This is an optimization exercise on Yosys and OpenROAD, whose aim is small area, a short achievable clock period and few clock cycles per item, not a production implementation.
The RTL was checked by simulation tests, not by an equivalence proof against the original design.
Power and IR drop assume default switching activity.

--- flow/config.mk ---
export PLATFORM = sky130hd
export DESIGN_NAME = round_robin_tick_scheduler
export DESIGN_NICKNAME = round_robin_tick_scheduler
export VERILOG_FILES = /design/flow/design.v
export SDC_FILE = /design/flow/constraint.sdc
export NUM_CORES = 4
export LEC_CHECK = 0
export CAP_MARGIN = 25
export CORE_MARGIN = 2
export CORE_UTILIZATION = 40
export PLACE_DENSITY = 0.6
export SETUP_SLACK_MARGIN = 2.8
export SLEW_MARGIN = 25
--- flow/constraint.sdc ---
create_clock -name core_clock -period 5.0 [get_ports {clock}]
set_input_delay 1.0000 -clock core_clock [delete_from_list [all_inputs] [get_ports {clock}]]
set_output_delay 1.0000 -clock core_clock [all_outputs]
set_load 0.01 [all_outputs]
--- flow/design.v ---
`timescale 1ns / 1ps
package rrts_pkg;
   localparam int TIME_W  = 16;
   localparam int BURST_W = 16;
   localparam int TASK_W  = 5;
   localparam logic [TIME_W-1:0] TIME_MAX = {TIME_W{1'b1}};
   localparam logic OP_LOAD = 1'b0;
   localparam logic OP_TICK = 1'b1;
   typedef logic [TIME_W-1:0]  time_type;
   typedef logic [BURST_W-1:0] burst_type;
   typedef logic [TASK_W-1:0]  task_type;
   typedef struct packed {
      logic empty;
      logic full;
   } fifo_status_type;
endpackage
`timescale 1ns / 1ps
module rrts_task_table #(
   parameter int MAX_TASKS = 32,
   parameter int IW        = 5
) (
   input  logic                 clock,
   input  logic [MAX_TASKS-1:0] arr_we,
   input  rrts_pkg::time_type   arr_wdata,
   input  logic [MAX_TASKS-1:0] rem_we,
   input  rrts_pkg::burst_type  rem_wdata,
   input  rrts_pkg::time_type   cmp_time,
   output logic [MAX_TASKS-1:0] arr_match,
   input  logic [IW-1:0]        rem_rd_addr,
   output rrts_pkg::burst_type  rem_rdata
);
   rrts_pkg::time_type  arrival_mem   [MAX_TASKS];
   rrts_pkg::burst_type remaining_mem [MAX_TASKS];
   always_ff @(posedge clock) begin
      for (int i = 0; i < MAX_TASKS; i++) begin
         if (arr_we[i]) begin
            arrival_mem[i] <= arr_wdata;
         end
         if (rem_we[i]) begin
            remaining_mem[i] <= rem_wdata;
         end
      end
   end
   always_comb begin
      for (int i = 0; i < MAX_TASKS; i++) begin
         arr_match[i] = (arrival_mem[i] == cmp_time);
      end
   end
   assign rem_rdata = remaining_mem[rem_rd_addr];
endmodule
`timescale 1ns / 1ps
module rrts_ready_fifo #(
   parameter int MAX_TASKS = 32,
   parameter int IW        = 5,
   parameter int CW        = 6
) (
   input  logic           clock,
   input  logic           reset,
   input  logic           pop,
   input  logic [1:0]     npush,
   input  logic [IW-1:0]  push_a,
   input  logic [IW-1:0]  push_b,
   output logic [IW-1:0]  head,
   output logic [IW-1:0]  second,
   output logic           empty,
   output logic           multi
);
   logic [IW-1:0]        q_ff [MAX_TASKS];
   logic [MAX_TASKS-1:0] vld_ff;
   logic [MAX_TASKS+1:0] vx;       
   assign empty  = !vld_ff[0];
   assign multi  = vld_ff[1];
   assign head   = q_ff[0];
   assign second = q_ff[1];
   assign vx     = {1'b0, vld_ff, 1'b1};
   always_ff @(posedge clock) begin
      for (int k = 0; k < MAX_TASKS; k++) begin
         if (pop) begin
            if (vx[k + 2]) begin
               q_ff[k] <= q_ff[(k + 1) % MAX_TASKS];
            end else if (vx[k + 1]) begin
               q_ff[k] <= push_a;
            end else begin
               q_ff[k] <= push_b;
            end
         end else begin
            if (vx[k + 1]) begin
               q_ff[k] <= q_ff[k];
            end else if (vx[k]) begin
               q_ff[k] <= push_a;
            end else begin
               q_ff[k] <= push_b;
            end
         end
      end
   end
   logic [MAX_TASKS-1:0] vld_dn, vld_up1, vld_up2;
   assign vld_dn  = {1'b0, vld_ff[MAX_TASKS-1:1]};
   assign vld_up1 = {vld_ff[MAX_TASKS-2:0], 1'b1};
   assign vld_up2 = {vld_ff[MAX_TASKS-3:0], 2'b11};
   always_ff @(posedge clock) begin
      if (reset) begin
         vld_ff <= '0;
      end else begin
         case ({pop, npush})
            3'b100:         vld_ff <= vld_dn;
            3'b001, 3'b110: vld_ff <= vld_up1;
            3'b010:         vld_ff <= vld_up2;
            3'b111:         vld_ff <= vld_up1;
            default:        vld_ff <= vld_ff;
         endcase
      end
   end
endmodule
`timescale 1ns / 1ps
module round_robin_tick_scheduler #(
   parameter int MAX_TASKS = 32
) (
   input  logic                 clock,
   input  logic                 reset,
   input  logic                 req_valid,
   output logic                 req_ready,
   input  logic                 req_operation,
   input  logic [15:0]          req_arrival_time,
   input  logic [15:0]          req_burst_length,
   output logic                 rsp_valid,
   input  logic                 rsp_ready,
   output logic [4:0]           rsp_task_index,
   output logic                 rsp_idle,
   output logic                 rsp_finished,
   output logic [15:0]          rsp_slot_time
);
   localparam int IW = (MAX_TASKS > 1) ? $clog2(MAX_TASKS) : 1;
   localparam int CW = $clog2(MAX_TASKS + 1);
   localparam logic [CW-1:0] FULL_CNT = CW'(MAX_TASKS);
   typedef struct packed {
      logic [MAX_TASKS-1:0] mask;
      logic                 any;
      logic                 more;
      logic [IW-1:0]        low;
   } arr_set_type;
   function automatic arr_set_type encode(logic [MAX_TASKS-1:0] m);
      arr_set_type r;
      r.mask = m;
      r.any  = 1'b0;
      r.more = 1'b0;
      r.low  = '0;
      for (int i = MAX_TASKS - 1; i >= 0; i--) begin
         if (m[i]) begin
            r.more = r.any;
            r.any  = 1'b1;
            r.low  = IW'(i);
         end
      end
      encode = r;
   endfunction
   logic                p_vld_ff;
   logic                p_op_ff;
   logic                p_arr0_ff;    
   logic                p_eq1_ff;     
   logic                p_eq2_ff;     
   rrts_pkg::time_type  p_arr_ff;
   rrts_pkg::burst_type p_len_ff;
   logic [CW-1:0]       loaded_ff;
   rrts_pkg::time_type  x1_ff, x2_ff, x3_ff;    
   logic                x1v_ff, x2v_ff, x3v_ff;  
   logic                tzero_ff;
   arr_set_type         arr1_ff;
   logic [MAX_TASKS-1:0] arr2_ff;
   logic                stall_ff;
   logic                rj_vld_ff;
   logic [IW-1:0]       rj_idx_ff;
   rrts_pkg::burst_type head_rem_ff;
   logic                rsp_valid_ff;
   rrts_pkg::task_type  rsp_task_ff;
   logic                rsp_idle_ff;
   logic                rsp_fin_ff;
   rrts_pkg::time_type  rsp_slot_ff;
   logic                skid_vld_ff;
   rrts_pkg::task_type  skid_task_ff;
   logic                skid_idle_ff;
   logic                skid_fin_ff;
   logic                p_go;
   logic                is_tick;
   logic                is_load;
   logic                load_ok;
   logic                load_arr0;
   logic                eq1, eq2;
   logic [MAX_TASKS-1:0] ld_sel;
   logic [MAX_TASKS-1:0] run_sel;
   logic [MAX_TASKS-1:0] lmask;
   logic [MAX_TASKS-1:0] arr_match;
   logic [MAX_TASKS-1:0] rem_we;
   rrts_pkg::burst_type rem_wdata;
   rrts_pkg::burst_type rem_rdata;
   logic [IW-1:0]       rem_rd_addr;
   rrts_pkg::burst_type rem_dec;
   logic [IW-1:0]       head;
   logic [IW-1:0]       second;
   logic                q_empty;
   logic                q_multi;
   logic                pop;
   logic [1:0]          npush;
   logic [IW-1:0]       push_a;
   logic [IW-1:0]       push_b;
   logic                ran;
   logic                head_last;
   logic                fin;
   logic                rejoin;
   logic                step;
   logic                stall_in;
   logic                consume_more;
   rrts_pkg::time_type  slot_time;
   logic go_ff;
   logic p_vld_in;
   logic p_op_in;
   logic skid_vld_in;
   logic block;
   assign p_go      = go_ff;
   assign block     = arr1_ff.more && (stall_ff || (go_ff && (p_op_ff == rrts_pkg::OP_TICK)));
   assign req_ready = (!p_vld_ff || go_ff) && !block;
   assign p_vld_in  = req_ready ? req_valid : (p_vld_ff && !go_ff);
   assign p_op_in   = req_ready ? req_operation : p_op_ff;
   always_ff @(posedge clock) begin
      if (reset) begin
         p_vld_ff <= 1'b0;
         go_ff    <= 1'b0;
      end else begin
         p_vld_ff <= p_vld_in;
         go_ff    <= p_vld_in && !stall_in && (!p_op_in || !skid_vld_in);
      end
   end
   logic shift;
   assign shift = step && x1v_ff;
   always_ff @(posedge clock) begin
      if (req_ready) begin
         p_arr0_ff <= (req_arrival_time == '0);
         p_eq1_ff  <= shift ? (x2v_ff && (req_arrival_time == x2_ff))
                            : (x1v_ff && (req_arrival_time == x1_ff));
         p_eq2_ff  <= shift ? (x3v_ff && (req_arrival_time == x3_ff))
                            : (x2v_ff && (req_arrival_time == x2_ff));
         p_op_ff  <= req_operation;
         p_arr_ff <= req_arrival_time;
         p_len_ff <= req_burst_length;
      end
   end
   assign is_tick   = p_go && (p_op_ff == rrts_pkg::OP_TICK);
   assign is_load   = p_go && (p_op_ff == rrts_pkg::OP_LOAD);
   assign load_ok   = is_load && !loaded_ff[CW-1];    
   assign load_arr0 = load_ok && tzero_ff && p_arr0_ff;
   assign eq1       = p_eq1_ff;
   assign eq2       = p_eq2_ff;
   assign pop       = is_tick && !q_empty;
   assign ran       = pop;
   assign head_last = (head_rem_ff[15:1] == '0);
   assign fin       = ran && head_last;
   assign rejoin    = ran && !head_last;
   assign rem_dec   = (head_rem_ff == '0) ? '0 : head_rem_ff - 1'b1;
   always_comb begin
      for (int i = 0; i < MAX_TASKS; i++) begin
         ld_sel[i]  = load_ok && (loaded_ff[IW-1:0] == IW'(i));
         run_sel[i] = ran && (head == IW'(i));
         lmask[i]   = (CW'(i) < loaded_ff);
      end
   end
   assign rem_we      = ld_sel | run_sel;
   assign rem_wdata   = is_load ? p_len_ff : rem_dec;
   assign rem_rd_addr = q_multi ? second : arr1_ff.low;
   rrts_task_table #(
      .MAX_TASKS (MAX_TASKS),
      .IW        (IW)
   ) u_table (
      .clock       (clock),
      .arr_we      (ld_sel),
      .arr_wdata   (p_arr_ff),
      .rem_we      (rem_we),
      .rem_wdata   (rem_wdata),
      .cmp_time    (x3_ff),
      .arr_match   (arr_match),
      .rem_rd_addr (rem_rd_addr),
      .rem_rdata   (rem_rdata)
   );
   always_comb begin
      npush        = 2'd0;
      push_a       = head;
      push_b       = head;
      stall_in     = 1'b0;
      consume_more = 1'b0;
      if (stall_ff) begin
         push_a = arr1_ff.low;
         push_b = rj_idx_ff;
         if (arr1_ff.more) begin
            npush        = 2'd1;
            stall_in     = 1'b1;
            consume_more = 1'b1;
         end else begin
            npush = rj_vld_ff ? 2'd2 : 2'd1;
         end
      end else if (is_tick) begin
         if (arr1_ff.any) begin
            push_a = arr1_ff.low;
            if (arr1_ff.more) begin
               npush        = 2'd1;
               stall_in     = 1'b1;
               consume_more = 1'b1;
            end else begin
               npush = rejoin ? 2'd2 : 2'd1;
            end
         end else begin
            npush = rejoin ? 2'd1 : 2'd0;
         end
      end else if (load_arr0) begin
         push_a = loaded_ff[IW-1:0];
         npush  = 2'd1;
      end
   end
   assign step = (is_tick || stall_ff) && !consume_more;
   rrts_ready_fifo #(
      .MAX_TASKS (MAX_TASKS),
      .IW        (IW),
      .CW        (CW)
   ) u_fifo (
      .clock  (clock),
      .reset  (reset),
      .pop    (pop),
      .npush  (npush),
      .push_a (push_a),
      .push_b (push_b),
      .head   (head),
      .second (second),
      .empty  (q_empty),
      .multi  (q_multi)
   );
   always_ff @(posedge clock) begin
      if (reset) begin
         loaded_ff <= '0;
         x1_ff     <= 16'd1;
         x2_ff     <= 16'd2;
         x3_ff     <= 16'd3;
         x1v_ff    <= 1'b1;
         x2v_ff    <= 1'b1;
         x3v_ff    <= 1'b1;
         tzero_ff  <= 1'b1;
         stall_ff  <= 1'b0;
         arr1_ff   <= '0;
         arr2_ff   <= '0;
      end else begin
         if (load_ok) begin
            loaded_ff <= loaded_ff + 1'b1;
         end
         if (step) begin
            tzero_ff <= 1'b0;
            if (shift) begin
               x1_ff  <= x2_ff;
               x2_ff  <= x3_ff;
               x3_ff  <= x3_ff + 1'b1;
               x1v_ff <= x2v_ff;
               x2v_ff <= x3v_ff;
               x3v_ff <= x3v_ff && (x3_ff != rrts_pkg::TIME_MAX);
            end
         end
         stall_ff <= stall_in;
         if (consume_more) begin
            arr1_ff <= encode(arr1_ff.mask & ~(MAX_TASKS'(1) << arr1_ff.low));
         end else if (step) begin
            arr1_ff <= encode(arr2_ff);
         end else if (load_ok && eq1) begin
            arr1_ff.mask <= arr1_ff.mask | ld_sel;
            arr1_ff.any  <= 1'b1;
            arr1_ff.more <= arr1_ff.any;
            if (!arr1_ff.any) begin
               arr1_ff.low <= loaded_ff[IW-1:0];
            end
         end
         if (step) begin
            arr2_ff <= x3v_ff ? (arr_match & lmask) : '0;
         end else if (load_ok && eq2) begin
            arr2_ff <= arr2_ff | ld_sel;
         end
      end
   end
   always_ff @(posedge clock) begin
      if (is_tick) begin
         rj_vld_ff <= rejoin;
         rj_idx_ff <= head;
      end
      if (is_tick) begin
         if (q_multi || arr1_ff.any) begin
            head_rem_ff <= rem_rdata;
         end else if (rejoin) begin
            head_rem_ff <= rem_dec;
         end
      end else if (load_arr0 && q_empty) begin
         head_rem_ff <= p_len_ff;
      end
   end
   logic take;
   assign take      = rsp_valid_ff && rsp_ready;
   assign slot_time = x1v_ff ? (x1_ff - 1'b1) : rrts_pkg::TIME_MAX;
   always_comb begin
      skid_vld_in = skid_vld_ff;
      if (skid_vld_ff) begin
         if (take) skid_vld_in = 1'b0;
      end else if (is_tick && rsp_valid_ff && !take) begin
         skid_vld_in = 1'b1;
      end
   end
   always_ff @(posedge clock) begin
      if (reset) begin
         rsp_valid_ff <= 1'b0;
         skid_vld_ff  <= 1'b0;
      end else begin
         if (skid_vld_ff) begin
            rsp_valid_ff <= 1'b1;
         end else if (is_tick) begin
            rsp_valid_ff <= 1'b1;
         end else if (take) begin
            rsp_valid_ff <= 1'b0;
         end
         skid_vld_ff <= skid_vld_in;
      end
   end
   always_ff @(posedge clock) begin
      if (skid_vld_ff) begin
         if (take) begin
            rsp_task_ff <= skid_task_ff;
            rsp_idle_ff <= skid_idle_ff;
            rsp_fin_ff  <= skid_fin_ff;
            rsp_slot_ff <= (rsp_slot_ff == rrts_pkg::TIME_MAX) ? rsp_slot_ff
                                                              : rsp_slot_ff + 1'b1;
         end
      end else if (is_tick) begin
         if (!rsp_valid_ff || take) begin
            rsp_task_ff <= q_empty ? '0 : head;
            rsp_idle_ff <= q_empty;
            rsp_fin_ff  <= fin;
            rsp_slot_ff <= slot_time;
         end else begin
            skid_task_ff <= q_empty ? '0 : head;
            skid_idle_ff <= q_empty;
            skid_fin_ff  <= fin;
         end
      end
   end
   assign rsp_valid      = rsp_valid_ff;
   assign rsp_task_index = rsp_task_ff;
   assign rsp_idle       = rsp_idle_ff;
   assign rsp_finished   = rsp_fin_ff;
   assign rsp_slot_time  = rsp_slot_ff;
endmodule
--- flow/run.sh ---
#!/bin/bash
# synth_recipe.tcl (not shown) runs the flow's synth.tcl, then flattens the netlist and writes it again
# the make line also repeats each setting of config.mk as NAME=value (left out here)
make -C /OpenROAD-flow-scripts/flow DESIGN_CONFIG=/design/flow/config.mk WORK_HOME=/design/flow/orfs CLKGATE_MAP_FILE= SYNTH_SCRIPT=/design/flow/synth_recipe.tcl finish
==> run_results.csv, run 1 <==
group,metric,value,unit
detailed_routing,drcViolationCount,0,
timing,setup_violations,0,
worst_setup_path,cell_class_contributing_the_biggest_share_of_worst_path_delay,"simple AND/OR/NAND/NOR gates",
placement,gpl.final_weighted_congestion,0.9413,
worst_setup_path,path_cells,"buf_6 -> or3b_4 -> a221oi_4 -> buf_12 -> a221oi_2 -> and4_4 -> and2_4 -> buf_4 -> nor4_4 -> o32a_1 -> o21ai_2",
synthesis,synth_area_per_cell,12.74,µm²
die,die-area,0.1600,mm²
die,floorplan.initialDensity,40.20,%
worst_setup_path,crit_path_max_fanout,8,
layout,net_count_of_the_finished_layout,5612,
layout,multi_input_comb_area,0.02774,mm²
detailed_routing,postRouteWirelength,237900,µm
timing,post-route-period-util,60.38,%
layout,most_common_cell_after_layout_fill_and_taps_aside,"edfxtp_1",
worst_setup_path,classification_of_the_worst_setup_path,"reg -> reg",
die,die_wd,400.0,µm
timing,setup_repair_after_global_routing_missed_its_margin,"true",
layout,synthToLayoutAreaGrowth,36.04,%
placement,placedInstanceArea,0.06719,mm²
detailed_routing,wl_per_cell,30.72,µm
clocking,clock_sink_count,1438,
synthesis,netlist_instances,4925,
pwr,leakagePower,29.66,nW
layout,final.fill_count,12274,
worst_setup_path,critPathCaptureType,"flip-flop",
synthesis,top_area_cell_type_share_of_the_netlist_area,53.43,%
worst_setup_path,timing.critical_path.from_type,"flip-flop",
synthesis,synth_seq_cells,1438,
synthesis,synth.distinct_cells,92,
global_route,grt_pass1_wl,327700,µm
synthesis,yosysSeqAreaShare,63.71,%
layout,fin_util,54.69,%
detailed_routing,vias_per_cell,6.277,
timing,max_freq,331.2,MHz
synthesis,synth-warning-count,6,
placement,half_perimeter_wire_length_after_detailed_placement,126800,µm
timing,tightest_slew,1408,ps
timing,final.setup.tns,0,ps
detailed_routing,route.vias.total,48606,
clocking,tritoncts,"yes",
detailed_routing,first_pass_iters,7,
outcome,run_status,"no timing/DRC/antenna violations",
clocking,clkLatencyLatePin,810,ps
detailed_routing,drt.antenna.violating_nets,0,
clocking,root_buffer,"clkbuf_16",
synthesis,synth_largest_area_cell,"edfxtp_1",
pwr,power.density,395.0,mW/mm²
layout,cell_area_after_layout,0.08532,mm²
flow_run,max_cap_violations,0,
timing,layout_min_cycle_time,3019,ps
die,io-pin-count,62,
clocking,htree_levels,4,
worst_setup_path,worst_ep_required_time,5550,ps
timing,relSlewSlack,6.030,%
worst_setup_path,critical_path.slowest_cell,"or3b_4",
clocking,max-clock-path-buffers,3,
timing,hold_viol_final,0,
placement,buffer_ports.inserted,61,
layout,layout-drive-gt1-share,34.72,%
worst_setup_path,critical_path.n_buffers_inverters,3,
timing,clock_skew_after_layout,37.56,ps
clocking,clock_transition_at_the_registers_of_the_reported_paths,60,ps
detailed_routing,detailedRoute.firstIterationViolations,7025,
die,rows,145,
clocking,cts_buffers,148,
global_route,grt_start_max_net_pins,58,
hold_path,min-delay-path-class,"reg -> reg",
synthesis,mappedNetlistNets,4972,
synthesis,synth_ff_type,"edfxtp_1",
synthesis,synthTopCellsByArea,"edfxtp_1 53%, dfxtp_1 10%, xnor2_1 5.2%, xor2_1 3.4%, mux2i_1 2.5%",
global_route,grt_pass1_vias,45315,
layout,most-common-layout-cells,"1116 x edfxtp_1, 390 x buf_4, 374 x xnor2_1",
worst_setup_path,critPathMaxStageDelay,500,ps
global_route,gr-usage-all-layers,28.31,%
global_route,antenna_violations_before_repair,8,
pwr,vdd_drop_max,349.3,µV
global_route,grt_overflow_total,0,
timing,report.final.slew_viol_count,0,
die,die_h,400.0,µm
worst_setup_path,cp.arrival,3570,ps
layout,seq_area,0.04012,mm²
synthesis,synth_edf_count,1116,
synthesis,asyncSetResetFlopFracSynth,0,%
die,design.core.area,0.1560,mm²
synthesis,total_standard_cell_area_after_synthesis,0.06272,mm²
per-stage QoR:
| stage | instances | hold WS [ps] | setup WS, ps | total power [mW] |
|---|---|---|---|---|
| 2_1_floorplan | 4925 | 456.8 | 2298 | 17.59 |
| 3_3_place_gp | 6820 | 473.3 | 1248 | 18.89 |
| 3_5_place_dp | 6827 | 483.1 | 1136 | 19.05 |
| 4_1_cts | 7570 | 486.7 | 2130 | 32.31 |
| 5_1_grt | 7741 | 519.2 | 1934 | 34.69 |
| 6_report | 7743 | 507.1 | 1981 | 33.71 |
synth_stat cells (all sizes together) (8+ instances only):
master and n:
o221a 56, or3 20, a221oi 85, a22oi 94
o22ai 30, or3b 9, o21a 12, o21ai 114
a22o 68, and2 20, clkbuf 306, a41oi 9
edfxtp 1116, nor2 360, nand2 234, a31oi 19
inv 26, mux2i 158, a2111oi 36, xor2 247
o31ai 20, dfxtp 322, nor4 99, a211o 8
xnor2 375, and3 26, nand4b 8, nand3b 9
nand2b 22, or2 12, nand4 133, buf 62
o211ai 32, nand3 73, a21oi 290, nor3 73
nor2b 13, mux2 16, a211oi 196, ha 10
a222oi 14
tightest hold or removal path: cells and delay by family, from the launching register on:
| family | cells | cell delay, ps |
|---|---|---|
| AOI/OAI and AO/OA | 1 | 40 |
| DFF | 1 | 350 |
| and+or+nand+nor | 1 | 70 |
sequential cells by signal, indices dropped and copies added, names as in the netlist, 5 cells and up:
register and count:
arr1_ff 39, x2_ff 16, x1_ff 16, skid_task_ff 5, arr2_ff 32, u_table.arrival_mem 512, loaded_ff 6, head_rem_ff 16
rsp_task_ff 5, u_table.remaining_mem 512, rj_idx_ff 5, p_arr_ff 16, u_fifo.vld_ff 32, u_fifo.q_ff 160, x3_ff 16, p_len_ff 16
rsp_slot_ff 16
final timing paths:
path,start,end,slack [ps],cells past startpoint
worst max-delay path,u_fifo.vld_ff[1],head_rem_ff[11],1980,11
worst min-delay path,x2_ff[12],x2_ff[12],510,2
worst max register to register,u_fifo.vld_ff[1],head_rem_ff[11],1980,11
worst min register to register,x2_ff[12],x2_ff[12],510,2
routing by layer:
metal  track usage, %  up-vias  part of all wire, %  routed length, µm
met4            11.93       10                  5.1              12150
met3            6.806      713                   12              28960
met2            42.77     3267                   44             105200
li1                 -    20162                    -                  -
met1            38.95    24454                   38              91470
met5                0        -                0.029                 70
cell type report:
| class | count | share of cell area, % |
|---|---|---|
| timing repair buffer | 830 | 11.73 |
| clock buffer | 186 | 4.700 |
| multi-input combinational | 3119 | 32.51 |
| clock inverter | 82 | 0.8696 |
| tap | 2058 | 3.018 |
| antenna | 2 | 0.005866 |
| inverter | 28 | 0.1422 |
| sequential | 1438 | 47.02 |
cells by family after synthesis:
logic type	Yosys count	share of synthesized area, %
XOR/XNOR	622	8.686
AO/OA/AOI/OAI	1153	13.23
adder cells (fa/ha/maj)	17	0.3132
flip-flops	1438	63.71
AND/OR/NAND/NOR	1125	8.792
multiplexers	174	2.809
buffers and inverters	396	2.458
where the power goes:
| group | switching (mW) | internal (mW) | leakage (nW) |
|---|---|---|---|
| logic | 4.50 | 3.61 | 14.5 |
| clock network | 4.81 | 6.23 | 2.33 |
| registers | 0.712 | 13.8 | 12.8 |
| total | 10.0 | 23.7 | 29.7 |
repair_timing:
action	4_1_cts	5_1_grt
endpoints found under the setup margin	1976	1327
hold buffers	0	0
cloned	65	18
setup buffers	410	153
resized for setup	962	551
pin swaps	294	202
==> run 2: changes to the inputs <==
--- a/flow/config.mk
+++ b/flow/config.mk
@@ -7,7 +7,9 @@
 export LEC_CHECK = 0
-export CAP_MARGIN = 25
+export CAP_MARGIN = 20
 export CORE_MARGIN = 2
-export CORE_UTILIZATION = 40
-export PLACE_DENSITY = 0.6
-export SETUP_SLACK_MARGIN = 2.8
-export SLEW_MARGIN = 25
+export CORE_UTILIZATION = 55
+export CTS_BUF_LIST = sky130_fd_sc_hd__clkbuf_8
+export CTS_CLUSTER_SIZE = 24
+export PLACE_DENSITY = 0.7
+export SETUP_SLACK_MARGIN = 2.5
+export SLEW_MARGIN = 20
==> run 2 against run 1 <==
Worst setup slack got worse by 230 ps. Synthesized cell count did not move. First-iteration DRC count is 12% higher. Highest routed layer unchanged. Worst hold slack got worse by 31 ps. Count of clock-buffer cells in the layout grew 64. Still clean on timing, DRC and antenna. Register-to-register slack worse by 230 ps. Clock power shrank 12%. Sequential share of layout area increased by 4.6 points. Die area fell by 27%. Non-clock buffer count down 204. Global-route usage increased by 7.1 points.
==> run_results.csv, run 2 <==
group,metric,value,unit
outcome,run_status,"no timing/DRC/antenna violations",
synthesis,netlist_top_cells_count,"1116 x edfxtp_1, 375 x xnor2_1, 360 x nor2_1, 322 x dfxtp_1, 305 x clkbuf_1",
timing,layout_min_cycle_time,3248,ps
pwr,p_seq_share,48.1,%
timing,setup_violations,0,
pwr,switching_share,29.38,%
detailed_routing,drcViolationCount,0,
synthesis,yosysSeqAreaShare,63.71,%
synthesis,synth-warning-count,6,
pwr,power.density,385.3,mW/mm²
synthesis,total_standard_cell_area_after_synthesis,0.06272,mm²
die,rows,123,
worst_setup_path,critPathMaxStageDelay,450,ps
detailed_routing,first_pass_iters,9,
worst_setup_path,timing.critical_path.from_type,"flip-flop",
global_route,grt_pass1_vias,44378,
layout,most_common_cell_after_layout_fill_and_taps_aside,"edfxtp_1",
layout,final.fill_count,7590,
timing,setup_slack,1752,ps
layout,synthToLayoutAreaGrowth,23.80,%
timing,clock_skew_after_layout,51.61,ps
global_route,grt_overflow_total,0,
detailed_routing,detailedRoute.firstIterationViolations,7875,
worst_setup_path,crit_path_frequent_cell,"buf_6",
clocking,postCtsHoldBufs,0,
synthesis,synth_largest_area_cell,"edfxtp_1",
worst_setup_path,classification_of_the_worst_setup_path,"reg -> reg",
worst_setup_path,critical_path.slowest_cell,"nand4_1",
detailed_routing,drt.antenna.violating_nets,0,
clocking,root_buffer,"clkbuf_8",
synthesis,synth_edf_count,1116,
synthesis,mappedNetlistNets,4972,
die,die_h,341.7,µm
placement,half_perimeter_wire_length_after_detailed_placement,115800,µm
flow_run,max_cap_violations,0,
timing,max_freq,307.8,MHz
pwr,vdd_drop_max,274.6,µV
detailed_routing,route.vias.total,48160,
worst_setup_path,worst_ep_required_time,5660,ps
layout,most-common-layout-cells,"1116 x edfxtp_1, 375 x xnor2_1, 362 x buf_4",
pwr,power_switching,8.792,mW
worst_setup_path,critPathCaptureType,"flip-flop",
die,io-pin-count,62,
synthesis,netlist_instances,4925,
placement,placedInstanceArea,0.06625,mm²
die,die-area,0.1168,mm²
timing,report.final.slew_viol_count,0,
layout,cell_area_after_layout,0.07765,mm²
timing,hold_viol_final,0,
worst_setup_path,crit_path_max_fanout,14,
clocking,clock_transition_at_the_registers_of_the_reported_paths,70,ps
synthesis,synth_area_per_cell,12.74,µm²
timing,relSlewSlack,34.85,%
clocking,max-clock-path-buffers,3,
timing,post-route-period-util,64.97,%
detailed_routing,vias_per_cell,6.767,
synthesis,top_area_cell_type_share_of_the_netlist_area,53.43,%
layout,layout-drive-gt1-share,25.59,%
synthesis,synthTopCellsByArea,"edfxtp_1 53%, dfxtp_1 10%, xnor2_1 5.2%, xor2_1 3.4%, mux2i_1 2.5%",
layout,net_count_of_the_finished_layout,5481,
synthesis,synth_ff_type,"edfxtp_1",
detailed_routing,wl_per_cell,30.79,µm
layout,fin_util,68.83,%
synthesis,asyncSetResetFlopFracSynth,0,%
synthesis,synth_most_common_cell,"edfxtp_1",
pwr,leakagePower,27.56,nW
clocking,clock_sink_count,1438,
global_route,grt_start_max_net_pins,163,
synthesis,synth.distinct_cells,92,
pwr,design_power_total,29.92,mW
detailed_routing,postRouteWirelength,219200,µm
worst_setup_path,cp.arrival,3910,ps
placement,gpl.final_weighted_congestion,0.9632,
worst_setup_path,path_cells,"buf_6 -> buf_6 -> nand3b_1 -> buf_4 -> buf_6 -> a221oi_2 -> buf_6 -> a22oi_1 -> nand2_2 -> a21oi_2 -> nand4_1 -> o41ai_2 -> a31oi_1",
die,floorplan.initialDensity,55.60,%
placement,pre_cts_ws,1256,ps
timing,final.setup.tns,0,ps
clocking,tritoncts,"yes",
placement,buffer_ports.inserted,61,
global_route,gr-usage-all-layers,35.44,%
clocking,htree_levels,4,
timing,tightest_slew,977.2,ps
hold_path,min-delay-path-class,"reg -> reg",
clocking,cts_buffers,225,
timing,setup_repair_after_global_routing_missed_its_margin,"true",
pwr,power.share.combinational,19.5,%
die,design.core.area,0.1128,mm²
pwr,pwr-share-clk,32.4,%
global_route,grt_pass1_wl,303700,µm
layout,largestRegisters,"u_table.arrival_mem (512), u_table.remaining_mem (512), u_fifo.q_ff (160)",
pwr,p_int,21.13,mW
clocking,clkLatencyLatePin,940,ps
global_route,antenna_violations_before_repair,7,
die,die_wd,341.7,µm
synthesis,synth_seq_cells,1438,
run 2: cell families after synthesis:
kind of cell	after synthesis	share of synthesized area, %
AO/OA/AOI/OAI	1153	13.23
XOR/XNOR	622	8.686
adder cells (fa/ha/maj)	17	0.3132
buffers and inverters	396	2.458
flip-flops	1438	63.71
multiplexers	174	2.809
AND/OR/NAND/NOR	1125	8.792
run 2: layer usage:
| layer | vias to the layer above | part of all wire (%) | track usage, % |
|---|---|---|---|
| met5 | - | 0.017 | 0 |
| met4 | 6 | 6.7 | 17.49 |
| met3 | 1005 | 14 | 9.428 |
| met2 | 3841 | 43 | 53.17 |
| met1 | 23322 | 37 | 47.89 |
| li1 | 19986 | - | - |
run 2: worst max-delay path: cells and delay by family, from the launching register on:
family	cells	cell delay, ps
AOI/OAI and AO/OA	5	1020
and+or+nand+nor	3	850
buffers and inverters	5	730
DFF	1	390
run 2: cell type report:
class / instances / area, µm² / area share (%)
multi-input combinational: 3115 / 24700 / 31.81
tap: 1500 / 1877 / 2.417
inverter: 28 / 113.9 / 0.1466
clock buffer: 250 / 3441 / 4.431
sequential: 1438 / 40090 / 51.64
clock inverter: 158 / 902.1 / 1.162
timing repair buffer: 626 / 6514 / 8.389
antenna: 2 / 5.005 / 0.006446
run 2: through the flow:
stage          instances  hold WS [ps]
2_1_floorplan       4925         456.8
3_3_place_gp        6289         464.4
3_5_place_dp        6291         471.2
4_1_cts             6982         474.8
5_1_grt             7116         509.9
6_report            7117         476.5
run 2: path summary, 6_finish.rpt:
path / start / to / slack [ps] / depth (start not counted)
setup / recovery: u_fifo.vld_ff[1] / head_rem_ff[8] / 1750 / 13
hold / removal: x2_ff[6] / x1_ff[6] / 480 / 2
setup reg to reg: u_fifo.vld_ff[1] / head_rem_ff[8] / 1750 / 13
hold reg to reg: x2_ff[6] / x1_ff[6] / 480 / 2
run 2: power by group through the flow:
| stage | logic, mW | clock network, mW | registers (mW) |
|---|---|---|---|
| 2_1_floorplan | 3.14 | 0 | 14.4 |
| 3_3_place_gp | 4.20 | 0 | 14.5 |
| 3_5_place_dp | 4.32 | 0 | 14.6 |
| 4_1_cts | 5.20 | 9.71 | 14.3 |
| 5_1_grt | 6.21 | 10.3 | 14.4 |
| 6_report | 5.83 | 9.70 | 14.4 |
run 2: timing repair:
| action | CTS | global route |
|---|---|---|
| endpoints found under the setup margin | 1898 | 882 |
| gates cloned | 26 | 27 |
| buffers inserted | 257 | 106 |
| resized for setup | 541 | 242 |
| pin swaps | 133 | 69 |
==> run 3: changes to the inputs <==
--- a/flow/design.v
+++ b/flow/design.v
@@ -65,3 +65,5 @@
    output logic           empty,
-   output logic           multi
+   output logic           multi,
+   output logic [IW-1:0]  second_in,    
+   output logic           multi_in      
 );
@@ -75,3 +77,4 @@
    assign vx     = {1'b0, vld_ff, 1'b1};
-   always_ff @(posedge clock) begin
+   logic [IW-1:0] q_in [MAX_TASKS];
+   always_comb begin
       for (int k = 0; k < MAX_TASKS; k++) begin
@@ -79,7 +82,7 @@
             if (vx[k + 2]) begin
-               q_ff[k] <= q_ff[(k + 1) % MAX_TASKS];
+               q_in[k] = q_ff[(k + 1) % MAX_TASKS];
             end else if (vx[k + 1]) begin
-               q_ff[k] <= push_a;
+               q_in[k] = push_a;
             end else begin
-               q_ff[k] <= push_b;
+               q_in[k] = push_b;
             end
@@ -87,7 +90,7 @@
             if (vx[k + 1]) begin
-               q_ff[k] <= q_ff[k];
+               q_in[k] = q_ff[k];
             end else if (vx[k]) begin
-               q_ff[k] <= push_a;
+               q_in[k] = push_a;
             end else begin
-               q_ff[k] <= push_b;
+               q_in[k] = push_b;
             end
@@ -96,2 +99,8 @@
    end
+   always_ff @(posedge clock) begin
+      for (int k = 0; k < MAX_TASKS; k++) begin
+         q_ff[k] <= q_in[k];
+      end
+   end
+   assign second_in = q_in[1];
    logic [MAX_TASKS-1:0] vld_dn, vld_up1, vld_up2;
@@ -100,2 +109,12 @@
    assign vld_up2 = {vld_ff[MAX_TASKS-3:0], 2'b11};
+   logic [MAX_TASKS-1:0] vld_in;
+   always_comb begin
+      case ({pop, npush})
+         3'b100:         vld_in = vld_dn;
+         3'b001, 3'b110: vld_in = vld_up1;
+         3'b010:         vld_in = vld_up2;
+         default:        vld_in = vld_ff;
+      endcase
+   end
+   assign multi_in = vld_in[1];
    always_ff @(posedge clock) begin
@@ -104,9 +123,3 @@
       end else begin
-         case ({pop, npush})
-            3'b100:         vld_ff <= vld_dn;
-            3'b001, 3'b110: vld_ff <= vld_up1;
-            3'b010:         vld_ff <= vld_up2;
-            3'b111:         vld_ff <= vld_up1;
-            default:        vld_ff <= vld_ff;
-         endcase
+         vld_ff <= vld_in;
       end
@@ -158,5 +171,2 @@
    logic                p_op_ff;
-   logic                p_arr0_ff;    
-   logic                p_eq1_ff;     
-   logic                p_eq2_ff;     
    rrts_pkg::time_type  p_arr_ff;
@@ -217,7 +227,5 @@
    logic skid_vld_in;
-   logic block;
    assign p_go      = go_ff;
-   assign block     = arr1_ff.more && (stall_ff || (go_ff && (p_op_ff == rrts_pkg::OP_TICK)));
-   assign req_ready = (!p_vld_ff || go_ff) && !block;
-   assign p_vld_in  = req_ready ? req_valid : (p_vld_ff && !go_ff);
+   assign req_ready = !p_vld_ff || go_ff;
+   assign p_vld_in  = req_ready ? req_valid : p_vld_ff;
    assign p_op_in   = req_ready ? req_operation : p_op_ff;
@@ -232,11 +240,4 @@
    end
-   logic shift;
-   assign shift = step && x1v_ff;
    always_ff @(posedge clock) begin
       if (req_ready) begin
-         p_arr0_ff <= (req_arrival_time == '0);
-         p_eq1_ff  <= shift ? (x2v_ff && (req_arrival_time == x2_ff))
-                            : (x1v_ff && (req_arrival_time == x1_ff));
-         p_eq2_ff  <= shift ? (x3v_ff && (req_arrival_time == x3_ff))
-                            : (x2v_ff && (req_arrival_time == x2_ff));
          p_op_ff  <= req_operation;
@@ -248,6 +249,6 @@
    assign is_load   = p_go && (p_op_ff == rrts_pkg::OP_LOAD);
-   assign load_ok   = is_load && !loaded_ff[CW-1];    
-   assign load_arr0 = load_ok && tzero_ff && p_arr0_ff;
-   assign eq1       = p_eq1_ff;
-   assign eq2       = p_eq2_ff;
+   assign load_ok   = is_load && (loaded_ff != FULL_CNT);
+   assign load_arr0 = load_ok && tzero_ff && (p_arr_ff == '0);
+   assign eq1       = x1v_ff && (p_arr_ff == x1_ff);
+   assign eq2       = x2v_ff && (p_arr_ff == x2_ff);
    assign pop       = is_tick && !q_empty;
@@ -267,3 +268,7 @@
    assign rem_wdata   = is_load ? p_len_ff : rem_dec;
-   assign rem_rd_addr = q_multi ? second : arr1_ff.low;
+   logic [IW-1:0] rd_addr_ff;
+   logic [IW-1:0] second_in;
+   logic          multi_in;
+   arr_set_type   arr1_in;
+   assign rem_rd_addr = rd_addr_ff;
    rrts_task_table #(
@@ -330,5 +335,22 @@
       .second (second),
-      .empty  (q_empty),
-      .multi  (q_multi)
+      .empty     (q_empty),
+      .multi     (q_multi),
+      .second_in (second_in),
+      .multi_in  (multi_in)
    );
+   always_comb begin
+      arr1_in = arr1_ff;
+      if (consume_more) begin
+         arr1_in = encode(arr1_ff.mask & ~(MAX_TASKS'(1) << arr1_ff.low));
+      end else if (step) begin
+         arr1_in = encode(arr2_ff);
+      end else if (load_ok && eq1) begin
+         arr1_in.mask = arr1_ff.mask | ld_sel;
+         arr1_in.any  = 1'b1;
+         arr1_in.more = arr1_ff.any;
+         if (!arr1_ff.any) begin
+            arr1_in.low = loaded_ff[IW-1:0];
+         end
+      end
+   end
    always_ff @(posedge clock) begin
@@ -346,2 +368,3 @@
          arr2_ff   <= '0;
+         rd_addr_ff <= '0;
       end else begin
@@ -352,3 +375,3 @@
             tzero_ff <= 1'b0;
-            if (shift) begin
+            if (x1v_ff) begin
                x1_ff  <= x2_ff;
@@ -362,14 +385,4 @@
          stall_ff <= stall_in;
-         if (consume_more) begin
-            arr1_ff <= encode(arr1_ff.mask & ~(MAX_TASKS'(1) << arr1_ff.low));
-         end else if (step) begin
-            arr1_ff <= encode(arr2_ff);
-         end else if (load_ok && eq1) begin
-            arr1_ff.mask <= arr1_ff.mask | ld_sel;
-            arr1_ff.any  <= 1'b1;
-            arr1_ff.more <= arr1_ff.any;
-            if (!arr1_ff.any) begin
-               arr1_ff.low <= loaded_ff[IW-1:0];
-            end
-         end
+         arr1_ff  <= arr1_in;
+         rd_addr_ff <= multi_in ? second_in : arr1_in.low;
          if (step) begin
--- a/flow/config.mk
+++ b/flow/config.mk
@@ -9,6 +9,4 @@
 export CORE_MARGIN = 2
-export CORE_UTILIZATION = 55
-export CTS_BUF_LIST = sky130_fd_sc_hd__clkbuf_8
-export CTS_CLUSTER_SIZE = 24
-export PLACE_DENSITY = 0.7
+export CORE_UTILIZATION = 40
+export PLACE_DENSITY = 0.6
 export SETUP_SLACK_MARGIN = 2.5
==> run 3 against run 2 <==
Sequential cell count rose by 2. Count of clock-buffer cells in the layout decreased by 40. Final area decreased by 0.23%. Critical path depth shrank 6. Still clean on timing, DRC and antenna. Wire length decreased by 0.42%. Synthesized cell count up 4.6%.
==> run_results.csv, run 3 <==
group,metric,value,unit
global_route,antenna_violations_before_repair,11,
clocking,clock_sink_count,1440,
synthesis,synth_seq_cells,1440,
timing,post-route-period-util,62.74,%
clocking,htree_levels,4,
worst_setup_path,path_cells,"or4b_4 -> nand4bb_4 -> or3_4 -> a221o_2 -> buf_12 -> mux2_4 -> mux4_2",
timing,setup_repair_after_global_routing_missed_its_margin,"true",
detailed_routing,first_pass_iters,9,
detailed_routing,drcViolationCount,0,
die,die_h,399.5,µm
flow_run,max_cap_violations,0,
timing,report.final.slew_viol_count,0,
synthesis,mappedNetlistNets,5197,
clocking,clock_transition_at_the_registers_of_the_reported_paths,60,ps
clocking,tritoncts,"yes",
pwr,vdd_drop_max,338.8,µV
detailed_routing,postRouteWirelength,218200,µm
layout,finish.cell_count_without_fillers,7673,
clocking,root_buffer,"clkbuf_16",
synthesis,synth-warning-count,7,
die,rows,145,
synthesis,netlist_instances,5150,
global_route,gr-usage-all-layers,26.76,%
worst_setup_path,critical_path.slowest_cell,"or4b_4",
die,die_wd,399.5,µm
worst_setup_path,cell_class_contributing_the_biggest_share_of_worst_path_delay,"simple AND/OR/NAND/NOR gates",
worst_setup_path,cp.arrival,3800,ps
worst_setup_path,setup.worst_path.start,"p_arr_ff[0]",
detailed_routing,vias_per_cell,5.997,
layout,net_count_of_the_finished_layout,5535,
global_route,grt_pass1_wl,309800,µm
layout,most-common-layout-cells,"1113 x edfxtp_1, 449 x nand2_1, 449 x xnor2_1",
timing,hold_viol_final,0,
hold_path,min-delay-path-class,"reg -> reg",
worst_setup_path,crit_path_max_fanout,5,
timing,holdWs,461.1,ps
clocking,max-clock-path-buffers,3,
timing,clock_skew_after_layout,61.82,ps
placement,half_perimeter_wire_length_after_detailed_placement,126400,µm
layout,synthToLayoutAreaGrowth,23.81,%
placement,gpl.final_weighted_congestion,0.9031,
die,design.core.area,0.1558,mm²
worst_setup_path,worst_ep_required_time,5660,ps
global_route,grt_start_max_net_pins,71,
placement,placedInstanceArea,0.06631,mm²
global_route,grt_pass1_vias,42861,
detailed_routing,drt.antenna.violating_nets,0,
layout,most_common_cell_after_layout_fill_and_taps_aside,"edfxtp_1",
synthesis,yosysSeqAreaShare,63.88,%
clocking,postCtsHoldBufs,0,
placement,cell_count_after_placement,7105,
synthesis,synth_area_per_cell,12.15,µm²
clocking,cts_buffers,150,
synthesis,synth.distinct_cells,78,
worst_setup_path,critical_path.n_buffers_inverters,1,
detailed_routing,wl_per_cell,28.44,µm
worst_setup_path,r2r_start,"p_arr_ff[0]",
pwr,power.density,390.2,mW/mm²
layout,cell_area_after_layout,0.07747,mm²
placement,buffer_ports.inserted,61,
synthesis,netlist_top_cells_count,"1113 x edfxtp_1, 484 x nor2_1, 472 x nand2_1, 455 x xnor2_1, 327 x dfxtp_1",
timing,tightest_slew,1037,ps
hold_path,min_from,"tzero_ff",
worst_setup_path,timing.critical_path.from_type,"flip-flop",
layout,largestRegisters,"u_table.arrival_mem (512), u_table.remaining_mem (512), u_fifo.q_ff (160)",
die,floorplan.initialDensity,40.15,%
timing,relSlewSlack,30.70,%
synthesis,synthTopCellsByArea,"edfxtp_1 53%, dfxtp_1 10%, xnor2_1 6.4%, a22oi_1 3.1%, mux2i_1 2.9%",
worst_setup_path,classification_of_the_worst_setup_path,"reg -> reg",
synthesis,top_area_cell_type_share_of_the_netlist_area,53.42,%
timing,final.setup.tns,0,ps
synthesis,synth_most_common_cell,"edfxtp_1",
timing,setup_violations,0,
worst_setup_path,critPathMaxStageDelay,600,ps
die,die-area,0.1596,mm²
detailed_routing,detailedRoute.firstIterationViolations,6662,
timing,layout_min_cycle_time,3137,ps
synthesis,synth_edf_count,1113,
outcome,run_status,"no timing/DRC/antenna violations",
clocking,clkLatencyLatePin,810,ps
synthesis,total_standard_cell_area_after_synthesis,0.06257,mm²
worst_setup_path,critPathCaptureType,"flip-flop",
layout,fin_util,49.71,%
timing,max_freq,318.8,MHz
die,io-pin-count,62,
pwr,leakagePower,25.74,nW
layout,layout-drive-gt1-share,20.99,%
global_route,grt_overflow_total,0,
synthesis,synth_largest_area_cell,"edfxtp_1",
detailed_routing,route.vias.total,46012,
synthesis,asyncSetResetFlopFracSynth,0,%
synthesis,synth_ff_type,"edfxtp_1",
-- run 3: routing by layer --
metal  vias to the layer above  global-route usage (%)  share of wire (%)
li1                      19759                       -                  -
met1                     23155                   37.83                 40
met2                      2700                   41.47                 45
met3                       396                   5.217                 11
met4                         2                   8.405                3.4
met5                         -                       0             0.0060
-- run 3: final cells by class --
class	instances	area, µm²
timing repair buffer	509	5896
tap	2058	2575
multi-input combinational	3328	23680
clock inverter	65	823.3
fill	13231	78380
clock buffer	210	4060
antenna	4	10.01
inverter	59	341.6
sequential	1440	40080
-- run 3: path summary, 6_finish.rpt --
check	to	cells after the start	slack [ps]
hold / removal	tzero_ff	1	460
setup / recovery	u_fifo.q_ff[31][0]	7	1860
setup reg to reg	u_fifo.q_ff[31][0]	7	1860
hold reg to reg	tzero_ff	1	460
-- run 3: power by group --
group | internal [mW] | total, mW | switching (mW)
clock network | 6.32 | 11.2 | 4.87
registers | 13.7 | 14.2 | 0.427
logic | 2.13 | 4.88 | 2.75
-- run 3: what timing repair did --
item,in CTS,in global routing
setup buffers,181,67
gates cloned,36,5
resized for setup,629,251
pin swaps,144,149
setup endpoints to repair,1796,1016
-- run 3: cell families after synthesis --
family                   share of synthesized area (%)
AND/OR/NAND/NOR                                  11.07
AO/OA/AOI/OAI                                    10.18
flip-flops                                       63.88
XOR/XNOR                                         8.427
buffers and inverters                            2.384
adder cells (fa/ha/maj)                         0.2480
multiplexers                                     3.811
-- run 3: metrics by stage --
stage	total power, mW	setup slack (ps)
global route	31.20	1822
finish	30.23	1863
global placement	17.70	1142
detailed placement	17.78	1092
CTS	30.00	1907
floorplan	16.65	1968
Testbench counts of run 3, summed over its fixed seeds: cycles 3,508, ticks 3,200.
==> run 4: changes to the inputs <==
--- a/flow/config.mk
+++ b/flow/config.mk
@@ -10,2 +10,4 @@
 export CORE_UTILIZATION = 40
+export CTS_CLUSTER_DIAMETER = 100
+export CTS_CLUSTER_SIZE = 20
 export PLACE_DENSITY = 0.6
==> run 4 against run 3 <==
Count of clock-buffer cells in the layout down 87. Sequential share of layout area up 1.9 points. Wire length down 1.8%. Clock skew down 23 ps. Non-clock buffer count unchanged. Register-to-register slack better by 40 ps. Worst setup slack better by 38 ps. Global-route usage down 0.66 points. Combinational power down 4%. Largest power group unchanged.
==> run_results.csv, run 4 <==
group,metric,value,unit
layout,multi_input_comb_area,0.02367,mm²
layout,final.fill_count,13550,
synthesis,synth_most_common_cell,"edfxtp_1",
pwr,power.density,346.9,mW/mm²
synthesis,synth_seq_cells,1440,
synthesis,synth_edf_count,1113,
pwr,leakagePower,24.41,nW
synthesis,synth-warning-count,7,
synthesis,total_standard_cell_area_after_synthesis,0.06257,mm²
timing,post-route-period-util,61.98,%
layout,most_common_cell_after_layout_fill_and_taps_aside,"edfxtp_1",
global_route,grt_start_max_net_pins,71,
flow_run,max_cap_violations,0,
die,rows,145,
hold_path,min-delay-path-class,"reg -> reg",
synthesis,top_area_cell_type_share_of_the_netlist_area,53.42,%
global_route,grt_overflow_total,0,
global_route,grt_pass1_wl,303100,µm
timing,max_freq,322.7,MHz
global_route,grt_pass1_vias,41943,
synthesis,synthTopCellsByArea,"edfxtp_1 53%, dfxtp_1 10%, xnor2_1 6.4%, a22oi_1 3.1%, mux2i_1 2.9%",
layout,synthToLayoutAreaGrowth,19.44,%
die,floorplan.initialDensity,40.15,%
synthesis,synth.distinct_cells,78,
die,die_wd,399.5,µm
layout,layout-drive-gt1-share,19.17,%
worst_setup_path,worstRegToRegCells,10,
detailed_routing,postRouteWirelength,214400,µm
worst_setup_path,regToRegSetupSlack,1900,ps
die,die-area,0.1596,mm²
synthesis,synth_area_per_cell,12.15,µm²
detailed_routing,route.vias.total,45358,
clocking,cts_buffers,82,
timing,report.final.slew_viol_count,0,
detailed_routing,vias_per_cell,6.025,
die,die_h,399.5,µm
clocking,clkLatencyLatePin,740,ps
worst_setup_path,crit_path_max_fanout,4,
timing,setup_violations,0,
layout,net_count_of_the_finished_layout,5467,
worst_setup_path,timing.critical_path.from_type,"flip-flop",
pwr,design_power_total,25.92,mW
timing,tightest_slew,1003,ps
worst_setup_path,crit-reg2reg-capture,"rd_addr_ff[1]",
placement,buffer_ports.inserted,61,
layout,seq_area,0.04009,mm²
worst_setup_path,classification_of_the_worst_setup_path,"reg -> reg",
worst_setup_path,worst_ep_required_time,5620,ps
detailed_routing,drt.antenna.violating_nets,0,
synthesis,netlist_instances,5150,
clocking,root_buffer,"clkbuf_16",
synthesis,mappedNetlistNets,5197,
synthesis,netlist_top_cells_count,"1113 x edfxtp_1, 484 x nor2_1, 472 x nand2_1, 455 x xnor2_1, 327 x dfxtp_1",
synthesis,synth_ff_type,"edfxtp_1",
worst_setup_path,timing.critical_path.to,"rd_addr_ff[1]",
clocking,clock_sink_count,1440,
global_route,antenna_violations_before_repair,12,
timing,relSlewSlack,32.98,%
synthesis,yosysSeqAreaShare,63.88,%
detailed_routing,detailedRoute.firstIterationViolations,6709,
clocking,htree_levels,3,
layout,most-common-layout-cells,"1113 x edfxtp_1, 450 x xnor2_1, 447 x nand2_1",
timing,layout_min_cycle_time,3099,ps
outcome,run_status,"no timing/DRC/antenna violations",
worst_setup_path,r2r_start,"p_arr_ff[1]",
clocking,max-clock-path-buffers,3,
worst_setup_path,setup.worst_path.start,"p_arr_ff[1]",
timing,hold_viol_final,0,
worst_setup_path,critPathCaptureType,"flip-flop",
pwr,vdd_drop_max,270.8,µV
synthesis,synth_largest_area_cell,"edfxtp_1",
die,design.core.area,0.1558,mm²
detailed_routing,first_pass_iters,6,
global_route,gr-usage-all-layers,26.10,%
synthesis,asyncSetResetFlopFracSynth,0,%
die,io-pin-count,62,
timing,clock_skew_after_layout,38.87,ps
clocking,clock_transition_at_the_registers_of_the_reported_paths,100,ps
layout,largestRegisters,"u_table.arrival_mem (512), u_table.remaining_mem (512), u_fifo.q_ff (160)",
worst_setup_path,cp.arrival,3720,ps
placement,gpl.final_weighted_congestion,0.9031,
detailed_routing,wl_per_cell,28.47,µm
timing,final.setup.tns,0,ps
clocking,tritoncts,"yes",
detailed_routing,drcViolationCount,0,
timing,setup_repair_after_global_routing_missed_its_margin,"true",
placement,half_perimeter_wire_length_after_detailed_placement,126400,µm
run 4: changes by cell type in the layout (fill, tap and decap cells not counted), sizes merged:
cell	before	now
clkbuf	222	131
diode	4	3
buf	449	448
or2	14	15
clkdlybuf4s15	7	1
mux2	50	49
clkinvlp	36	33
inv	27	24
dlygate4sd2	1	16
clkinv	50	10
bufinv	11	0
bufbuf	5	1
run 4: kinds of logic (layout without fill, tap and decap cells):
family          after synthesis  count (layout)  synth area share [%]
compound gates              972             977                 10.18
xor+xnor                    602             602                 8.427
buf+inv                     394             699                 2.384
fa+ha+maj                    13              13                0.2480
other cells                   0               3                     0
simple gates               1500            1502                 11.07
flops                      1440            1440                 63.88
mux                         229             234                 3.811
run 4: worst min path at each step:
| stage | cells past startpoint | from | to | slack, ps |
|---|---|---|---|---|
| finish | 1 | tzero_ff | tzero_ff | 470 |
| global route | 2 | x2_ff[15] | x1_ff[15] | 510 |
| CTS | 1 | tzero_ff | tzero_ff | 480 |
| detailed placement | 1 | tzero_ff | tzero_ff | 460 |
| global placement | 1 | tzero_ff | tzero_ff | 450 |
| floorplan | 1 | tzero_ff | tzero_ff | 420 |
run 4: power by group:
| part | internal [mW] | total [mW] | switching (mW) |
|---|---|---|---|
| Combinational | 2.01 | 4.70 | 2.70 |
| Sequential | 13.7 | 14.1 | 0.423 |
| Clock | 3.13 | 7.08 | 3.95 |
| Total | 18.9 | 25.9 | 7.07 |
run 4: worst max-delay path, cell delays in order (launching register included):
cell       delay [ps]
edfxtp_1          490
or4b_4            570
nand4bb_4         230
or3_4             370
buf_4             160
a21oi_4           140
or3_4             150
nand4b_1          230
buf_4             220
a211o_1           220
o221a_2           230
run 4: cell type report:
type,instances,share of cell area (%)
clock buffers,123,2.994
clock inverters,8,0.1323
diodes,3,0.01005
multi-input cells,3328,31.68
well taps,2058,3.446
repair buffers,509,7.640
inverters,59,0.4571
flip-flops and latches,1440,53.64
run 4: metal layers:
metal	up-vias	wire length [µm]	global-route usage (%)
met5	-	25	0
met4	4	7227	8.244
met3	387	23360	4.459
met2	2610	96850	40.64
met1	22808	86890	37.13
li1	19549	-	-
run 4: what timing repair did:
item / CTS / global route
pin swaps: 141 / 136
hold buffers: 0 / 0
cloned: 30 / 7
resized for setup: 594 / 237
buffers inserted: 178 / 74
setup endpoints to repair: 1797 / 1090
run 4: stage by stage:
| step | cell area [µm²] | util [%] | hold WS (ps) | instances | setup WS (ps) |
|---|---|---|---|---|---|
| 5_1_grt | 74730 | 47.95 | 509.9 | 7526 | 1837 |
| 2_1_floorplan | 62920 | - | 417.8 | 5150 | 1968 |
| 3_3_place_gp | 66310 | 42.55 | 446.1 | 7105 | 1142 |
| 6_report | 74730 | 47.95 | 468.4 | 7528 | 1901 |
| 4_1_cts | 72890 | 46.77 | 484.4 | 7444 | 1927 |
| 3_5_place_dp | 66310 | 42.55 | 464.0 | 7105 | 1092 |
==> run 5: changes to the inputs <==
--- a/flow/design.v
+++ b/flow/design.v
@@ -171,2 +171,3 @@
    logic                p_op_ff;
+   logic                p_arr0_ff;    
    rrts_pkg::time_type  p_arr_ff;
@@ -242,2 +243,3 @@
       if (req_ready) begin
+         p_arr0_ff <= (req_arrival_time == '0);
          p_op_ff  <= req_operation;
@@ -249,4 +251,4 @@
    assign is_load   = p_go && (p_op_ff == rrts_pkg::OP_LOAD);
-   assign load_ok   = is_load && (loaded_ff != FULL_CNT);
-   assign load_arr0 = load_ok && tzero_ff && (p_arr_ff == '0);
+   assign load_ok   = is_load && !loaded_ff[CW-1];    
+   assign load_arr0 = load_ok && tzero_ff && p_arr0_ff;
    assign eq1       = x1v_ff && (p_arr_ff == x1_ff);
--- a/flow/config.mk
+++ b/flow/config.mk
@@ -10,4 +10,2 @@
 export CORE_UTILIZATION = 40
-export CTS_CLUSTER_DIAMETER = 100
-export CTS_CLUSTER_SIZE = 20
 export PLACE_DENSITY = 0.6
==> run 5 against run 4 <==
Sequential cell count is 1 higher. Critical path type unchanged. Still clean on timing, DRC and antenna. Wire length is 2.0% lower. Count of clock-buffer cells in the layout is 70 higher. Highest routed layer unchanged. Global-route usage is 0.56 points lower. Total power is 13% higher. Clock power is 58% higher. Non-clock buffer count is 8 lower. Largest power group unchanged. Core utilization is 1.4 points higher. Final cell count is 0.40% lower.
==> run_results.csv, run 5 <==
group,metric,value,unit
outcome,run_status,"no timing/DRC/antenna violations",
die,die_h,398.0,µm
synthesis,synth_area_per_cell,12.40,µm²
die,die-area,0.1584,mm²
clocking,tritoncts,"yes",
global_route,antenna_violations_before_repair,3,
detailed_routing,detailedRoute.firstIterationViolations,5737,
clocking,clkLatencyLatePin,820,ps
timing,setup_slack,2148,ps
synthesis,top_area_cell_type_share_of_the_netlist_area,53.88,%
synthesis,area_fraction_in_compound_gates_after_synthesis,12.19,%
global_route,grt_overflow_total,0,
global_route,grt_pass1_wl,296300,µm
layout,most-common-layout-cells,"1114 x edfxtp_1, 405 x xnor2_1, 337 x nor2_1",
synthesis,synth.distinct_cells,82,
synthesis,netlist_instances,5006,
synthesis,main_combinational_cell_family_by_area_after_synthesis,"compound AO/OA/AOI/OAI gates",
placement,half_perimeter_wire_length_after_detailed_placement,120300,µm
timing,holdWs,484.4,ps
detailed_routing,first_pass_iters,7,
detailed_routing,top_layer,"met5",
detailed_routing,postRouteWirelength,210000,µm
timing,tightest_slew,1099,ps
global_route,grt_pass1_vias,41943,
placement,placedInstanceArea,0.06575,mm²
clocking,htree_levels,4,
synthesis,yosysSeqAreaShare,64.43,%
pwr,pwr-share-clk,38.1,%
timing,hold_viol_final,0,
pwr,power_switching,7.713,mW
worst_setup_path,critPathCaptureType,"flip-flop",
pwr,switching_share,26.32,%
global_route,grt_start_max_net_pins,101,
layout,net_count_of_the_finished_layout,5383,
synthesis,total_standard_cell_area_after_synthesis,0.06208,mm²
detailed_routing,drcViolationCount,0,
flow_run,max_cap_violations,0,
detailed_routing,dr_wl_met2,96250,µm
synthesis,synth-warning-count,7,
synthesis,synth_edf_count,1114,
layout,finish.cell_count_without_fillers,7498,
clocking,cts_buffers,150,
clocking,clock_transition_at_the_registers_of_the_reported_paths,60,ps
global_route,gr-usage-all-layers,25.54,%
pwr,p_int,21.60,mW
detailed_routing,met1Wirelength,85220,µm
timing,layout_min_cycle_time,2852,ps
worst_setup_path,cp.arrival,3530,ps
synthesis,asyncSetResetFlopFracSynth,0,%
pwr,leakagePower,26.08,nW
timing,final.setup.tns,0,ps
pwr,p_seq_share,48.0,%
placement,cell_count_after_placement,6945,
synthesis,synthTopCellsByArea,"edfxtp_1 54%, dfxtp_1 11%, xnor2_1 5.7%, a22oi_1 3.1%, xor2_1 2.7%",
timing,setup_violations,0,
pwr,design_power_total,29.31,mW
clocking,clock_sink_count,1441,
timing,max_freq,350.6,MHz
synthesis,synth.mux.area_fraction,2.846,%
detailed_routing,met3WireLength,20660,µm
timing,setup_repair_after_global_routing_missed_its_margin,"true",
timing,post-route-period-util,57.04,%
synthesis,synth_seq_cells,1441,
synthesis,mappedNetlistNets,5053,
layout,layout-drive-gt1-share,19.84,%
detailed_routing,wl_per_cell,28.01,µm
placement,pre_cts_ws,1315,ps
synthesis,adder_cell_share_of_the_synthesized_area,0.2660,%
clocking,max-clock-path-buffers,3,
timing,clock_skew_after_layout,37.39,ps
worst_setup_path,regToRegSetupSlack,2150,ps
synthesis,synthXorXnorAreaFrac,8.450,%
detailed_routing,drt.antenna.violating_nets,0,
worst_setup_path,classification_of_the_worst_setup_path,"reg -> reg",
detailed_routing,route.vias.total,44593,
die,die_wd,398.0,µm
die,io-pin-count,62,
layout,most_common_cell_after_layout_fill_and_taps_aside,"edfxtp_1",
synthesis,synth_most_common_cell,"edfxtp_1",
synthesis,post_synth_and_or_nand_nor_area_fraction,9.410,%
synthesis,synth_largest_area_cell,"edfxtp_1",
clocking,root_buffer,"clkbuf_16",
timing,relSlewSlack,26.59,%
die,design.core.area,0.1540,mm²
timing,report.final.slew_viol_count,0,
layout,synthToLayoutAreaGrowth,22.39,%
worst_setup_path,crit_path_max_fanout,3,
layout,largestRegisters,"u_table.arrival_mem (512), u_table.remaining_mem (512), u_fifo.q_ff (160)",
synthesis,netlist_top_cells_count,"1114 x edfxtp_1, 406 x xnor2_1, 378 x nor2_1, 350 x nand2_1, 327 x dfxtp_1",
placement,gpl.final_weighted_congestion,0.9625,
detailed_routing,vias_per_cell,5.947,
placement,buffer_ports.inserted,61,
layout,cell_area_after_layout,0.07599,mm²
layout,fin_util,49.33,%
pwr,power.density,385.7,mW/mm²
die,rows,144,
pwr,power.share.combinational,13.9,%
die,floorplan.initialDensity,40.30,%
worst_setup_path,timing.critical_path.from_type,"flip-flop",
hold_path,min-delay-path-class,"reg -> reg",
worst_setup_path,worst_ep_required_time,5680,ps
synthesis,synth_ff_type,"edfxtp_1",
pwr,vdd_drop_max,275.3,µV
[run 5: cell count changes in the layout (fill, tap and decap cells not counted), sizes merged, moves of 15 or more]
cell         change
o31ai           -25
xor2            +46
mux2i           -19
dlygate4sd2     -15
clkbuf          +74
a21oi          +127
mux2            -34
o21ai           -84
o211ai          +25
nand2          -122
clkinv          +46
nor2           -106
a211oi         +126
xnor2           -49
[run 5: per-layer routing]
layer	global-route usage (%)	vias to the layer above
met5	0	-
met4	8.665	4
met3	4.594	455
met2	40.45	2397
met1	35.34	22221
li1	-	19516
[run 5: path summary, 6_finish.rpt]
check                                startpoint            end  depth (start not counted)
worst max-delay path            head_rem_ff[12]  rd_addr_ff[1]                          9
worst min register to register         x2_ff[8]       x2_ff[8]                          2
worst max register to register  head_rem_ff[12]  rd_addr_ff[1]                          9
worst min-delay path                   x2_ff[8]       x2_ff[8]                          2
[run 5: cell type report]
type / count / area, µm²
Fill cell: 13218 / 78060
Antenna cell: 1 / 2.502
Timing Repair Buffer: 501 / 5140
Tap cell: 2044 / 2557
Clock buffer: 193 / 3966
Multi-Input combinational cell: 3179 / 22920
Inverter: 63 / 356.6
Clock inverter: 76 / 908.4
Sequential cell: 1441 / 40140
[run 5: power by group through the flow]
| stage | combinational, mW | clock (mW) | sequential [mW] |
|---|---|---|---|
| floorplan | 2.27 | 0 | 14.2 |
| global placement | 3.22 | 0 | 14.3 |
| detailed placement | 3.29 | 0 | 14.3 |
| CTS | 3.87 | 11.3 | 14.1 |
| global route | 4.43 | 11.8 | 14.1 |
| finish | 4.08 | 11.2 | 14.1 |
[run 5: cells by family (layout without fill, tap and decap cells)]
kind of cell / Yosys count / after routing
AOI/OAI and AO/OA: 1146 / 1153
xor gates and xnor gates: 599 / 599
adders and majority gates: 14 / 14
buffers and inverters: 397 / 833
DFF: 1441 / 1441
muxes: 175 / 178
other: 0 / 1
and+or+nand+nor: 1234 / 1235
[run 5: worst max-delay path, stage by stage (launching register included)]
cell and delay [ps]:
edfxtp_1 390, or4_4 560, nand2b_4 190, nor4_4 200
and3_4 260, buf_12 110, nor2_4 30, a211oi_4 300
or4b_1 460, o221a_1 220
[run 5: repair_timing]
action / 4_1_cts / 5_1_grt
setup buffers: 166 / 90
pin swaps: 60 / 94
hold buffers: 0 / 0
setup endpoints to repair: 1895 / 839
gates resized for setup: 502 / 199
gates cloned: 14 / 12
Testbench counts of run 5, summed over its fixed seeds: cycles 3,508, ticks 3,200.

-- what the ideal ports hide --
The results above use ideal ports. As a check the final layouts listed here were re-extracted and re-timed, cells and wires unchanged. Step 1: set_driving_cell puts a clkbuf_16 on clock and a buf_2 on each other input, an assumption about the parent block. Step 2 moves the port delays by t, midway between the first and last clock arrival at a register: inputs arrive t later, outputs are due t later. That takes back most of the time a late clock gives input paths. Slacks: no drivers / after step 1 / after step 2; pairs: no drivers / after step 1.
run	t, ns	slack for setup (ns)	worst setup path after step 2	clock arrival spread, ns	pins driven straight from the clock port
run 1	0.883	1.981 / 1.981 / 1.981	register to register	0.041 / 0.041	1
run 2	0.980	1.752 / 1.752 / 1.712	input to register	0.058 / 0.059	1
run 3	0.860	1.863 / 1.863 / 1.863	register to register	0.067 / 0.068	1
run 4	0.806	1.901 / 1.901 / 1.901	register to register	0.041 / 0.041	1
run 5	0.879	2.148 / 2.148 / 2.000	input to register	0.045 / 0.045	1
After both steps every run listed still meets setup and hold. For run 5, which loses most, drivers alone change the setup slack by 0.000 ns; drivers and shift together by -0.148 ns.
